Source: an optimization exercise on an open RTL-to-GDS flow (aim: small area, a short achievable clock period and few clock cycles). Production flows keep margins and buffers that such runs may drop. Function was checked by simulation only, so behaviour that the tests miss may differ from the original. Power is estimated from default activity; no workload was simulated.

== job 5388 ==
==> flow/design.v (excerpt) <==
module riscv_alu (
	input  logic                           clk_i,
	input  logic                           rst_n_i,
	input  logic                           enable_i,
	input  logic [6:0]                     operator_i,
	input  logic [31:0]                    operand_a_i,
	input  logic [31:0]                    operand_b_i,
	input  logic                           ex_ready_i,
	output logic [31:0]                    result_o,
	output logic                           comparison_result_o,
	output logic                           ready_o
);
	logic [6:0]  op;
	logic [31:0] a;
	logic [31:0] b;
	logic        g_cmp;
	logic        g_minmax;
	logic        g_and;
	logic        g_addsub;
	logic        g_shift;
	logic        g_or;
	logic        g_xor;
	logic        g_div;
	logic        g_count;
	logic        sub;
	logic        neg_a;
	logic [31:0] add_x;
	logic [31:0] add_y;
	logic        add_inv;
	logic        add_cin;
	logic [31:0] sum;
	logic        cout;
	logic [31:0] prop;
	logic [31:0] gen;
	logic        cmp;
	logic        take_a;
	logic        div_b_zero;
	logic        sel_a;
	logic        sel_b;
	logic        sel_sum;
	logic        sel_ones;
	logic [31:0] shift_in;
	logic [4:0]  shift_amt;
	logic [31:0] shift_result;
  ...
clock: 12.0 ns
lec_check: 0
abc_area: 1
cap_margin: 20
core_margin: 2
core_utilization: 40
setup_slack_margin: 2.5
slew_margin: 20
buffer_ports_args: -buffer_cell sky130_fd_sc_hd__buf_2
setup_move_sequence: unbuffer,sizeup,swap
standard.sh (not shown) runs the stock make flow with config.mk's settings and CLKGATE_MAP_FILE= SYNTH_SCRIPT=/design/flow/synth_recipe.tcl, a recipe that flattens the netlist after the stock synthesis.
==> flow/flow/run.sh <==
#!/bin/bash
# The standard layout, with the port buffers that buffer_ports inserts
# chosen as buf_2 instead of its default pick (a slow delay buffer), and
# timing repair by sizing and pin swaps only.
set -e
echo 'export BUFFER_PORTS_ARGS = -buffer_cell sky130_fd_sc_hd__buf_2' >> config.mk
echo 'export SETUP_MOVE_SEQUENCE = unbuffer,sizeup,swap' >> config.mk
bash standard.sh > standard.log 2>&1
Testbench counts of job 5388, summed over its fixed seeds: cycles 33,415.
Setup changes, job 5388 to job 3052
# job 5388
export LEC_CHECK = 0
export ABC_AREA = 1
export CAP_MARGIN = 20
export CORE_MARGIN = 2
export CORE_UTILIZATION = 40
export SETUP_SLACK_MARGIN = 2.5
export SLEW_MARGIN = 20
export BUFFER_PORTS_ARGS = -buffer_cell sky130_fd_sc_hd__buf_2
export SETUP_MOVE_SEQUENCE = unbuffer,sizeup,swap
create_clock -name core_clock -period 12.0 [get_ports {clk_i}]
# job 3052
export LEC_CHECK = 0
export ABC_AREA = 1
export CAP_MARGIN = 20
export CORE_MARGIN = 2
export CORE_UTILIZATION = 40
export SETUP_SLACK_MARGIN = 2
export SLEW_MARGIN = 20
export BUFFER_PORTS_ARGS = -buffer_cell sky130_fd_sc_hd__buf_2
export RECOVER_POWER = 100
create_clock -name core_clock -period 12.0 [get_ports {clk_i}]
==> flow/flow/run.sh <==
#!/bin/bash
# The standard layout, with the port buffers that buffer_ports inserts
# chosen as buf_2 instead of its default pick (a slow delay buffer), and
# power recovery (downsizing) on the paths with slack to spare.
set -e
echo 'export BUFFER_PORTS_ARGS = -buffer_cell sky130_fd_sc_hd__buf_2' >> config.mk
echo 'export RECOVER_POWER = 100' >> config.mk
bash standard.sh > standard.log 2>&1
### Flow results
The flow completed for job 3052, but it is not clean: the layout still shows max-capacitance violations, max-slew violations.
On per-cell routed wire length, job 5388 and job 3052 are basically level.
Clock buffer and inverter area fraction after layout of job 5388 is on par with job 3052.
Against job 5388, logic depth of the worst setup path including buffers in job 3052 rose by a few percent.
Job 3052 does worse than job 5388 on slack of the critical path.
On global-route usage, job 3052 tracks job 5388 almost exactly.
[compare] base=job 5388 new=job 3052: power saw a decrease; total length of routed wires saw an increase.
Job 3052 vs. job 5388: non-clock buffer count went up by 27.
From job 5388 to job 3052 the numbers moved as follows: relative area of non-clock buffer cells in the final design higher; die span in x roughly the same; total routed wire length on the met1 layer roughly the same.
> inputs changed (job 3052 -> job 5887)
# job 3052
export LEC_CHECK = 0
export ABC_AREA = 1
export CAP_MARGIN = 20
export CORE_MARGIN = 2
export CORE_UTILIZATION = 40
export SETUP_SLACK_MARGIN = 2
export SLEW_MARGIN = 20
export BUFFER_PORTS_ARGS = -buffer_cell sky130_fd_sc_hd__buf_2
export RECOVER_POWER = 100
create_clock -name core_clock -period 12.0 [get_ports {clk_i}]
# job 5887
export LEC_CHECK = 0
export ABC_AREA = 1
export CAP_MARGIN = 20
export CORE_MARGIN = 2
export CORE_UTILIZATION = 40
export SETUP_SLACK_MARGIN = 2
export SLEW_MARGIN = 20
export BUFFER_PORTS_ARGS = -buffer_cell sky130_fd_sc_hd__buf_2
create_clock -name core_clock -period 12.0 [get_ports {clk_i}]
==> flow/flow/run.sh <==
#!/bin/bash
# The standard layout, with the port buffers that buffer_ports inserts
# chosen as buf_2 instead of its default pick (a slow delay buffer).
set -e
echo 'export BUFFER_PORTS_ARGS = -buffer_cell sky130_fd_sc_hd__buf_2' >> config.mk
bash standard.sh > standard.log 2>&1
--- outcome ---
- Summary of job 5887 and job 3052: one run falls short of a clean finish, namely job 3052.
- Ran to the end and failed final checks on max-capacitance violations, max-slew violations: job 3052.
- Taking job 3052 as the reference, in job 5887 area after synthesis roughly the same, sequential share of layout area barely changed.
- Reported for job 5887 and job 3052, non-clock buffer count turned out identical to the last digit.
- Max freq job 3052 -> job 5887: improved
- ready_o as the endpoint of the most critical setup path was reported by job 5887, and result_o[29] by job 3052.
- First-iteration DRC count delta for job 5887 relative to job 3052: 30 lower
The following lists how job 6018 was set up differently from job 5887:
# job 5887
export LEC_CHECK = 0
export ABC_AREA = 1
export CAP_MARGIN = 20
export CORE_MARGIN = 2
export CORE_UTILIZATION = 40
export SETUP_SLACK_MARGIN = 2
export SLEW_MARGIN = 20
export BUFFER_PORTS_ARGS = -buffer_cell sky130_fd_sc_hd__buf_2
create_clock -name core_clock -period 12.0 [get_ports {clk_i}]
# job 6018
export LEC_CHECK = 0
export ABC_AREA = 1
export CAP_MARGIN = 20
export CORE_MARGIN = 2
export CORE_UTILIZATION = 40
export SETUP_SLACK_MARGIN = 3
export SLEW_MARGIN = 20
export BUFFER_PORTS_ARGS = -buffer_cell sky130_fd_sc_hd__buf_2
create_clock -name core_clock -period 12.0 [get_ports {clk_i}]
Findings:
- Status: fraction of the yosys area taken by sequential cells parity (job 5887, job 6018)
- Job 6018 against job 5887: port buffer count ~0 delta; fraction of standard cell area that is sequential -1.4 points; minimum clock period after layout -0.56 ns.
- Job 6018 vs job 5887: worst setup slack up in job 6018
- Compared with job 5887, in job 6018 number of buffers inserted by post-CTS setup repair rose 86, internal portion of total power moved up, global routing met1 resource utilization saw an increase, post-layout instance area moved up, number of tap instances closely matched the old numbers.
- Job 6018 — portion of the layout cell area used by non-clock buffers 4.8 points higher, job 5887 as reference
The inputs of job 9447 differ from those of job 6018 as listed below.
# job 6018
export LEC_CHECK = 0
export ABC_AREA = 1
export CAP_MARGIN = 20
export CORE_MARGIN = 2
export CORE_UTILIZATION = 40
export SETUP_SLACK_MARGIN = 3
export SLEW_MARGIN = 20
export BUFFER_PORTS_ARGS = -buffer_cell sky130_fd_sc_hd__buf_2
create_clock -name core_clock -period 12.0 [get_ports {clk_i}]
# job 9447
export LEC_CHECK = 0
export ABC_AREA = 1
export CAP_MARGIN = 20
export CORE_MARGIN = 2
export CORE_UTILIZATION = 40
export SETUP_SLACK_MARGIN = 2
export SLEW_MARGIN = 20
create_clock -name core_clock -period 12.0 [get_ports {clk_i}]
==> flow/run.sh (new file) <==
#!/bin/bash
# synth_recipe.tcl (not shown) runs the flow's synth.tcl, then flattens the netlist and writes it again
# the make line also repeats each setting of config.mk as NAME=value (left out here)
make -C /OpenROAD-flow-scripts/flow DESIGN_CONFIG=/design/flow/config.mk WORK_HOME=/design/flow/orfs CLKGATE_MAP_FILE= SYNTH_SCRIPT=/design/flow/synth_recipe.tcl finish
removed: flow/flow/run.sh
removed: flow/standard.sh
--- outcome ---
Taking job 6018 as the reference point, the minimum setup slack in the final design of job 9447 falls by 0.65 ns.
Layout buffering overhead excluding clock cells: higher on job 6018
Compared with job 6018, job 9447 shows a inverter count of the layout excluding clock inverters that is 3 lower.
Signal arrival time at the worst endpoint delta for job 9447 relative to job 6018: 0.65 ns higher
Summary of job 9447 over job 6018: HPWL reported at the end of detailed placement grew by about 2.7%, wire length has decreased, total met2 wirelength after detailed routing now smaller.
Relative to job 6018, the largest voltage drop on the vdd net measured on job 9447 has decreased by a few percent.
Job 9447 vs job 6018 — critical path depth dropped by more than 10%
Max via count of the first global-routing pass across job 9447 and job 6018: job 6018
Job 9447 -> job 6018: combined area of all synthesized cells delta 0, exact match
--- input diff job 9447..job 612 ---
# job 9447
export LEC_CHECK = 0
export ABC_AREA = 1
export CAP_MARGIN = 20
export CORE_MARGIN = 2
export CORE_UTILIZATION = 40
export SETUP_SLACK_MARGIN = 2
export SLEW_MARGIN = 20
create_clock -name core_clock -period 12.0 [get_ports {clk_i}]
# job 612
export LEC_CHECK = 0
export ABC_AREA = 1
export CAP_MARGIN = 20
export CORE_MARGIN = 2
export CORE_UTILIZATION = 40
export SETUP_SLACK_MARGIN = 3
export SLEW_MARGIN = 20
create_clock -name core_clock -period 12.0 [get_ports {clk_i}]
Notes after the runs:
Summary — combinational share of power, job 612 relative to job 9447: higher, by 2.1 points.
Non-clock buffer count sits higher in job 612 than in job 9447.
Job 612 vs job 9447, non-filler instance count after layout went up by 151.
Compared with job 9447, job 612 shows post-CTS setup buffer count higher by 79.
Delta(final setup slack of the worst path, job 612 - job 9447) > 0
Total power of the final layout in job 612 is 0.44 mW above job 9447.
Detail-routed via count per cell grows slightly when moving from job 9447 to job 612.
In the flow results for job 612 and job 9447, the filler cell count is larger on job 9447.
Job 612 packs its core tighter than job 9447.
Comparing job 612 and job 9447, the higher highest fanout seen on the critical path was measured on job 9447.
Of job 612 and job 9447, the run reporting the higher first-pass detailed-route iteration total was job 612.

==> re-timing with driven ports <==
The results above use ideal ports. As a check the final layouts listed here were re-extracted and re-timed, cells and wires unchanged.
Step 1: set_driving_cell puts a clkbuf_16 on clk_i and a buf_2 on each other input, an assumption about the parent block.
Step 2, shift: input delay + t, output delay - t, t = (earliest + latest rising clock arrival at the registers) / 2. This alone moves slack from input paths to output paths.
Slacks: no drivers / after step 1 / after step 2; pairs: no drivers / after step 1.
run | t (ns) | setup slack, ns | clock arrival spread, ns
job 5388 | 0.404 | 2.342 / 2.260 / 2.260 | 0.014 / 0.014
job 3052 | 0.399 | 1.281 / 1.251 / 1.251 | 0.013 / 0.014
job 5887 | 0.402 | 2.215 / 2.185 / 2.185 | 0.014 / 0.014
job 6018 | 0.397 | 2.771 / 2.707 / 2.707 | 0.011 / 0.011
job 9447 | 0.405 | 2.122 / 2.091 / 2.091 | 0.011 / 0.012
job 612 | 0.400 | 2.731 / 2.663 / 2.663 | 0.011 / 0.011
For job 5388, which loses most, drivers alone change the setup slack by -0.082 ns; drivers and shift together by -0.082 ns.
